What follows belongs to an exercise in optimizing a design on an open flow for small area and a short achievable clock period; a production flow would make more cautious choices. Only simulation tests tie the RTL to the original design; equivalence was not proved. Power figures rest on the tool's default switching activity, not on a simulated workload.

==> inputs of 06-22 <==
==> flow/design.v <==
module spi_mem_target #(
  parameter int ADDR_W    = 8,
  parameter int MEM_DEPTH = 256
) (
  input  logic clk,
  input  logic rst,
  input  logic spi_sck,
  input  logic spi_cs_n,
  input  logic spi_mosi,
  output logic spi_miso,
  output logic spi_miso_oe,
  output logic busy,
  output logic cmd_err
);
  typedef enum logic [2:0] {
    IDLE, CMD, ADDR, READ, WRITE, STATUS, IGNORE
  } state_t;
  function automatic int plane_k(input int b);
    case (b)
      7, 6:    plane_k = 3;
      5, 4:    plane_k = 4;
      default: plane_k = 5;
    endcase
  endfunction
  state_t      state;
  logic [1:0]  sck_sync, cs_sync, mosi_sync;
  logic        sck_prev, cs_prev;
  logic        sck_s, cs_s, mosi_s;
  logic        sck_rise, sck_fall, cs_rise, cs_fall;
  logic [2:0]  bit_cnt;
  logic [6:0]  rx_sr;
  logic [7:0]  rx_byte;
  logic        miso_bit;
  logic        byte_done;
  logic [7:0]  addr;
  logic [7:0]  addr_inc;
  logic        is_read;
  logic        mem_we;
  logic        wel;
  logic        wrote;
  logic [4:0]  ph;
  logic [4:0]  ph_n;
  logic [7:0]  wbuf;
  logic        wact;
  logic        wlast;
  logic [4:0]  wcnt;
  logic [2:0]  wpos;
  logic [2:0]  eq_a;
  logic        eq_i;
  logic [2:0]  rm;
  logic [4:0]  rsel7;
  logic        rm7;
  logic [7:0]  txb;
  logic        tx_bit;
  logic        c_win;
  logic        cm0, cm1;
  logic        cand0, cand1;
  logic        first1, first2;
  logic        cwin_n;
  assign sck_s     = sck_sync[1];
  assign cs_s      = cs_sync[1];
  assign mosi_s    = mosi_sync[1];
  assign sck_rise  = sck_s & ~sck_prev;
  assign sck_fall  = ~sck_s & sck_prev;
  assign cs_rise   = cs_s & ~cs_prev;
  assign cs_fall   = ~cs_s & cs_prev;
  assign rx_byte   = {rx_sr, mosi_s};
  assign byte_done = sck_rise && (bit_cnt == 3'd7);
  assign mem_we    = (state == WRITE) && byte_done && !cs_rise;
  assign spi_miso  = miso_bit;
  assign addr_inc  = addr + 8'd1;
  assign ph_n      = ph + 5'd1;
  assign cwin_n    = (state == ADDR) && (bit_cnt == 3'd7);
  assign eq_a[0] = (ph_n[2:0] == addr[2:0]);
  assign eq_a[1] = eq_a[0] && (ph_n[3] == addr[3]);
  assign eq_a[2] = eq_a[1] && (ph_n[4] == addr[4]);
  assign eq_i    = (ph_n[2:0] == addr_inc[2:0]);
  always_ff @(posedge clk or posedge rst) begin
    if (rst) begin
      sck_sync  <= 2'b00;
      cs_sync   <= 2'b00;
      mosi_sync <= 2'b00;
      sck_prev  <= 1'b0;
      cs_prev   <= 1'b0;
    end else begin
      sck_sync  <= {sck_sync[0], spi_sck};
      cs_sync   <= {cs_sync[0], spi_cs_n};
      mosi_sync <= {mosi_sync[0], spi_mosi};
      sck_prev  <= sck_s;
      cs_prev   <= cs_s;
    end
  end
  always_ff @(posedge clk) begin
    ph    <= ph_n;
    wlast <= wact && (wcnt == 5'd31);
    if (mem_we) begin
      wbuf <= rx_byte;
      wact <= 1'b1;
      wcnt <= 5'd0;
    end else if (wact) begin
      wcnt <= wcnt + 5'd1;
      if (wcnt == 5'd31) begin
        wact <= 1'b0;
      end
    end
    wpos <= wact ? eq_a : 3'b000;
  end
  always_ff @(posedge clk) begin
    if (!cs_rise && state == ADDR && byte_done) begin
      addr <= rx_byte;
    end else if ((!cs_rise && state == READ && byte_done) || wlast) begin
      addr <= addr_inc;
    end
  end
  always_ff @(posedge clk) begin
    c_win  <= cwin_n;
    cm0    <= (ph_n[2:0] == {rx_sr[1:0], 1'b0});
    cm1    <= (ph_n[2:0] == {rx_sr[1:0], 1'b1});
    first1 <= (state == ADDR) && byte_done;
    first2 <= first1;
  end
  always_ff @(posedge clk) begin
    rm    <= eq_a;
    rsel7 <= cwin_n ? rx_sr[6:2] : addr_inc[7:3];
    rm7   <= eq_i && (bit_cnt != 3'd0);
  end
  for (genvar b = 0; b < 8; b++) begin : g_plane
    localparam int K = plane_k(b);
    localparam int L = 1 << K;
    localparam int R = 256 >> K;
    logic [R-1:0] taps;
    logic         tap;
    for (genvar r = 0; r < R; r++) begin : g_ring
      logic [L-1:0] sr;
      logic         we;
      assign we = wpos[K-3] && (addr[7:K] == r);
      always_ff @(posedge clk) begin
        sr <= {sr[L-2:0], we ? wbuf[b] : sr[L-1]};
      end
      assign taps[r] = sr[L-1];
    end
    if (b == 7) begin : g_cap7
      assign tap = taps[rsel7];
      always_ff @(posedge clk) begin
        if (c_win && cm0) cand0 <= tap;
        if (c_win && cm1) cand1 <= tap;
        if (first2) begin
          txb[7] <= addr[0] ? cand1 : cand0;
        end else if (!c_win && rm7) begin
          txb[7] <= tap;
        end
      end
    end else begin : g_capn
      assign tap = taps[addr[7:K]];
      always_ff @(posedge clk) begin
        if (rm[K-3]) txb[b] <= tap;
      end
    end
  end
  always_comb begin
    tx_bit = 1'b0;
    if (state == READ) begin
      tx_bit = txb[~bit_cnt];
    end else if (state == STATUS) begin
      tx_bit = wel && (bit_cnt == 3'd6);
    end
  end
  always_ff @(posedge clk or posedge rst) begin
    if (rst) begin
      state       <= IDLE;
      bit_cnt     <= 3'd0;
      rx_sr       <= 7'd0;
      miso_bit    <= 1'b0;
      is_read     <= 1'b0;
      spi_miso_oe <= 1'b0;
      busy        <= 1'b0;
      cmd_err     <= 1'b0;
      wel         <= 1'b0;
      wrote       <= 1'b0;
    end else begin
      cmd_err <= 1'b0;
      if (sck_rise) begin
        rx_sr   <= rx_byte[6:0];
        bit_cnt <= bit_cnt + 3'd1;
      end
      if (sck_fall) begin
        miso_bit <= tx_bit;
      end
      if (cs_rise) begin
        if (state == WRITE && wrote) begin
          wel <= 1'b0;
        end
        state       <= IDLE;
        spi_miso_oe <= 1'b0;
        busy        <= 1'b0;
        miso_bit    <= 1'b0;
      end else begin
        case (state)
          IDLE: begin
            if (cs_fall) begin
              state    <= CMD;
              busy     <= 1'b1;
              bit_cnt  <= 3'd0;
              miso_bit <= 1'b0;
              wrote    <= 1'b0;
            end
          end
          CMD: begin
            if (byte_done) begin
              case (rx_byte)
                8'h03: begin
                  state   <= ADDR;
                  is_read <= 1'b1;
                end
                8'h02: begin
                  if (wel) begin
                    state   <= ADDR;
                    is_read <= 1'b0;
                  end else begin
                    state   <= IGNORE;
                  end
                end
                8'h05: begin
                  state       <= STATUS;
                  spi_miso_oe <= 1'b1;
                end
                8'h06: begin
                  wel   <= 1'b1;
                  state <= IGNORE;
                end
                8'h04: begin
                  wel   <= 1'b0;
                  state <= IGNORE;
                end
                default: begin
                  state   <= IGNORE;
                  cmd_err <= 1'b1;
                end
              endcase
            end
          end
          ADDR: begin
            if (byte_done) begin
              if (is_read) begin
                state       <= READ;
                spi_miso_oe <= 1'b1;
              end else begin
                state <= WRITE;
              end
            end
          end
          READ: begin
          end
          WRITE: begin
            if (byte_done) begin
              wrote <= 1'b1;
            end
          end
          STATUS: begin
          end
          IGNORE: begin
          end
          default: begin
            state <= IDLE;
          end
        endcase
      end
    end
  end
endmodule
==> flow/run.sh <==
#!/bin/bash
# synth_recipe.tcl (not shown) runs the flow's synth.tcl, then flattens the netlist and writes it again
# the make line also repeats each setting of config.mk as NAME=value (left out here)
make -C /OpenROAD-flow-scripts/flow DESIGN_CONFIG=/design/flow/config.mk WORK_HOME=/design/flow/orfs CLKGATE_MAP_FILE= SYNTH_SCRIPT=/design/flow/synth_recipe.tcl finish
==> flow/config.mk <==
export PLATFORM = sky130hd
export DESIGN_NAME = spi_mem_target
export DESIGN_NICKNAME = spi_mem_target
export VERILOG_FILES = /design/flow/design.v
export SDC_FILE = /design/flow/constraint.sdc
export NUM_CORES = 4
export LEC_CHECK = 0
export CAP_MARGIN = 20
export CORE_MARGIN = 2
export CORE_UTILIZATION = 72
export CTS_BUF_LIST = sky130_fd_sc_hd__clkbuf_8 sky130_fd_sc_hd__clkbuf_16
export CTS_CLUSTER_DIAMETER = 80
export CTS_CLUSTER_SIZE = 20
export SETUP_SLACK_MARGIN = 2.8
export SLEW_MARGIN = 20
==> flow/constraint.sdc <==
create_clock -name core_clock -period 5.0 [get_ports {clk}]
set_input_delay 1.0000 -clock core_clock [delete_from_list [all_inputs] [get_ports {clk}]]
set_output_delay 1.0000 -clock core_clock [all_outputs]
set_load 0.01 [all_outputs]
==> 02-20: changes against 06-22 <==
==> flow/design.v, changed modules only <==
module spi_mem_target #(
  parameter int ADDR_W    = 8,
  parameter int MEM_DEPTH = 256
) (
  input  logic clk,
  input  logic rst,
  input  logic spi_sck,
  input  logic spi_cs_n,
  input  logic spi_mosi,
  output logic spi_miso,
  output logic spi_miso_oe,
  output logic busy,
  output logic cmd_err
);
  typedef enum logic [2:0] {
    IDLE, CMD, ADDR, READ, WRITE, STATUS, IGNORE
  } state_t;
  function automatic int plane_k(input int b);
    case (b)
      7, 6:    plane_k = 3;
      5, 4:    plane_k = 4;
      default: plane_k = 5;
    endcase
  endfunction
  state_t      state;
  logic [1:0]  sck_sync, cs_sync, mosi_sync;
  logic        sck_prev, cs_prev;
  logic        sck_s, cs_s, mosi_s;
  logic        sck_rise, sck_fall, cs_rise, cs_fall;
  logic [2:0]  bit_cnt;
  logic [6:0]  rx_sr;
  logic [7:0]  rx_byte;
  logic        miso_bit;
  logic        byte_done;
  logic [7:0]  addr;
  logic [7:0]  addr_inc;
  logic        is_read;
  logic        mem_we;
  logic        wel;
  logic        wrote;
  logic [4:0]  ph;
  logic [7:0]  wbuf;
  logic [7:0]  waddr;
  logic        wact;
  logic [4:0]  wcnt;
  logic [7:0]  txb;
  logic        tx_bit;
  logic        c_win;
  logic [4:0]  c_sel;
  logic [1:0]  c_pos;
  logic        cand0, cand1;
  logic        first1, first2;
  assign sck_s     = sck_sync[1];
  assign cs_s      = cs_sync[1];
  assign mosi_s    = mosi_sync[1];
  assign sck_rise  = sck_s & ~sck_prev;
  assign sck_fall  = ~sck_s & sck_prev;
  assign cs_rise   = cs_s & ~cs_prev;
  assign cs_fall   = ~cs_s & cs_prev;
  assign rx_byte   = {rx_sr, mosi_s};
  assign byte_done = sck_rise && (bit_cnt == 3'd7);
  assign mem_we    = (state == WRITE) && byte_done && !cs_rise;
  assign spi_miso  = miso_bit & spi_miso_oe;
  assign addr_inc  = addr + 8'd1;
  always_ff @(posedge clk or posedge rst) begin
    if (rst) begin
      sck_sync  <= 2'b00;
      cs_sync   <= 2'b00;
      mosi_sync <= 2'b00;
      sck_prev  <= 1'b0;
      cs_prev   <= 1'b0;
    end else begin
      sck_sync  <= {sck_sync[0], spi_sck};
      cs_sync   <= {cs_sync[0], spi_cs_n};
      mosi_sync <= {mosi_sync[0], spi_mosi};
      sck_prev  <= sck_s;
      cs_prev   <= cs_s;
    end
  end
  always_ff @(posedge clk) begin
    ph <= ph + 5'd1;
    if (mem_we) begin
      wbuf  <= rx_byte;
      waddr <= addr;
      wact  <= 1'b1;
      wcnt  <= 5'd0;
    end else if (wact) begin
      wcnt <= wcnt + 5'd1;
      if (wcnt == 5'd31) begin
        wact <= 1'b0;
      end
    end
  end
  always_ff @(posedge clk) begin
    c_win  <= (state == ADDR) && (bit_cnt == 3'd7);
    c_sel  <= rx_sr[6:2];
    c_pos  <= rx_sr[1:0];
    first1 <= (state == ADDR) && byte_done;
    first2 <= first1;
  end
  for (genvar b = 0; b < 8; b++) begin : g_plane
    localparam int K = plane_k(b);
    localparam int L = 1 << K;
    localparam int R = 256 >> K;
    logic         wpos;
    logic [R-1:0] taps;
    logic [7-K:0] rsel;
    logic [K-1:0] rpos;
    logic         tap;
    logic [7:0]   tgt;
    assign wpos = wact && (ph[K-1:0] == waddr[K-1:0]);
    for (genvar r = 0; r < R; r++) begin : g_ring
      logic [L-1:0] sr;
      logic         we;
      assign we = wpos && (waddr[7:K] == r);
      always_ff @(posedge clk) begin
        sr <= {sr[L-2:0], we ? wbuf[b] : sr[L-1]};
      end
      assign taps[r] = sr[L-1];
    end
    if (b == 0) begin : g_tgt0
      assign tgt = addr;
    end else begin : g_tgtn
      assign tgt = (bit_cnt >= 3'(8 - b)) ? addr_inc : addr;
    end
    if (b == 7) begin : g_sel7
      always_ff @(posedge clk) begin
        rsel <= ((state == ADDR) && (bit_cnt == 3'd7)) ? rx_sr[6:2] : tgt[7:K];
        rpos <= tgt[K-1:0];
      end
    end else begin : g_seln
      always_ff @(posedge clk) begin
        rsel <= tgt[7:K];
        rpos <= tgt[K-1:0];
      end
    end
    assign tap = taps[rsel];
    if (b == 7) begin : g_cap7
      always_ff @(posedge clk) begin
        if (c_win && ph[2:0] == {c_pos, 1'b0}) cand0 <= tap;
        if (c_win && ph[2:0] == {c_pos, 1'b1}) cand1 <= tap;
        if (first2) begin
          txb[7] <= addr[0] ? cand1 : cand0;
        end else if (!c_win && ph[K-1:0] == rpos) begin
          txb[7] <= tap;
        end
      end
    end else begin : g_capn
      always_ff @(posedge clk) begin
        if (ph[K-1:0] == rpos) txb[b] <= tap;
      end
    end
  end
  always_comb begin
    tx_bit = 1'b0;
    if (state == READ) begin
      tx_bit = txb[~bit_cnt];
    end else if (state == STATUS) begin
      tx_bit = wel && (bit_cnt == 3'd6);
    end
  end
  always_ff @(posedge clk or posedge rst) begin
    if (rst) begin
      state       <= IDLE;
      bit_cnt     <= 3'd0;
      rx_sr       <= 7'd0;
      miso_bit    <= 1'b0;
      addr        <= 8'd0;
      is_read     <= 1'b0;
      spi_miso_oe <= 1'b0;
      busy        <= 1'b0;
      cmd_err     <= 1'b0;
      wel         <= 1'b0;
      wrote       <= 1'b0;
    end else begin
      cmd_err <= 1'b0;
      if (sck_rise) begin
        rx_sr   <= rx_byte[6:0];
        bit_cnt <= bit_cnt + 3'd1;
      end
      if (sck_fall) begin
        miso_bit <= tx_bit;
      end
      if (cs_rise) begin
        if (state == WRITE && wrote) begin
          wel <= 1'b0;
        end
        state       <= IDLE;
        spi_miso_oe <= 1'b0;
        busy        <= 1'b0;
        miso_bit    <= 1'b0;
      end else begin
        case (state)
          IDLE: begin
            if (cs_fall) begin
              state    <= CMD;
              busy     <= 1'b1;
              bit_cnt  <= 3'd0;
              miso_bit <= 1'b0;
              wrote    <= 1'b0;
            end
          end
          CMD: begin
            if (byte_done) begin
              case (rx_byte)
                8'h03: begin
                  state   <= ADDR;
                  is_read <= 1'b1;
                end
                8'h02: begin
                  if (wel) begin
                    state   <= ADDR;
                    is_read <= 1'b0;
                  end else begin
                    state   <= IGNORE;
                  end
                end
                8'h05: begin
                  state       <= STATUS;
                  spi_miso_oe <= 1'b1;
                end
                8'h06: begin
                  wel   <= 1'b1;
                  state <= IGNORE;
                end
                8'h04: begin
                  wel   <= 1'b0;
                  state <= IGNORE;
                end
                default: begin
                  state   <= IGNORE;
                  cmd_err <= 1'b1;
                end
              endcase
            end
          end
          ADDR: begin
            if (byte_done) begin
              addr <= rx_byte;
              if (is_read) begin
                state       <= READ;
                spi_miso_oe <= 1'b1;
              end else begin
                state <= WRITE;
              end
            end
          end
          READ: begin
            if (byte_done) begin
              addr <= addr_inc;
            end
          end
          WRITE: begin
            if (byte_done) begin
              addr  <= addr_inc;
              wrote <= 1'b1;
            end
          end
          STATUS: begin
          end
          IGNORE: begin
          end
          default: begin
            state <= IDLE;
          end
        endcase
      end
    end
  end
endmodule
Settings changed: CORE_UTILIZATION 72 to 40, CTS_BUF_LIST sky130_fd_sc_hd__clkbuf_8 sky130_fd_sc_hd__clkbuf_16 to not set, CTS_CLUSTER_DIAMETER 80 to not set, CTS_CLUSTER_SIZE 20 to not set, SETUP_SLACK_MARGIN 2.8 to not set.
==> summary of the runs <==
- Via count: 06-22 is smaller than 02-20 (about 8%).
- Between 06-22 and 02-20, the lower combinational power is in 06-22 (gap about 50%, measured against 02-20).
- Between 06-22 and 02-20, the lower flip-flop and latch count is in 06-22 (gap 59).
- In 02-20 the wire length is higher than in 06-22, by about 0.8%.
- In 06-22 the die area is smaller than in 02-20, by about 47%.
- Of 06-22 and 02-20, 02-20 has the higher synthesized area (gap about 4.6%, measured against 02-20).
- Between 02-20 and 06-22, the lower non-clock buffer count is in 02-20 (gap 15).
- In 02-20 the sequential share of layout area is lower than in 06-22, by 7.1 points.
- Between 06-22 and 02-20, the lower maximum frequency is in 02-20 (gap about 30%, measured against 02-20).
- Between 02-20 and 06-22, the lower clock power is in 06-22 (gap about 60%, measured against 06-22).

-- port drivers added, routing unchanged --
No port has a modelled driver above. Below, the same layouts with a new extraction and two added sets of constraints.
Step 1 (the two cells are an assumption about what drives the block):
set clk [get_ports {clk}]
set_driving_cell -lib_cell sky130_fd_sc_hd__clkbuf_16 $clk
set_driving_cell -lib_cell sky130_fd_sc_hd__buf_2 [delete_from_list [all_inputs] $clk]
Step 2 also shifts input and output timing later by t, the mid clock arrival at the registers, as if the neighbouring blocks saw the same clock.
a / b / c = ideal ports / drivers / drivers and shift; a / b = the first two.
run	shift t [ns]	setup WS [ns]	worst setup path at the end	slew at the worst register clock pin (ns)	worst slew at a driven data input, ns
06-22	0.735	2.765 / 2.705 / 2.791	register to register	0.09 / 0.09	0.03
02-20	0.836	2.125 / 2.101 / 2.125	register to register	0.07 / 0.07	0.03
After both steps every run listed still meets setup and hold.
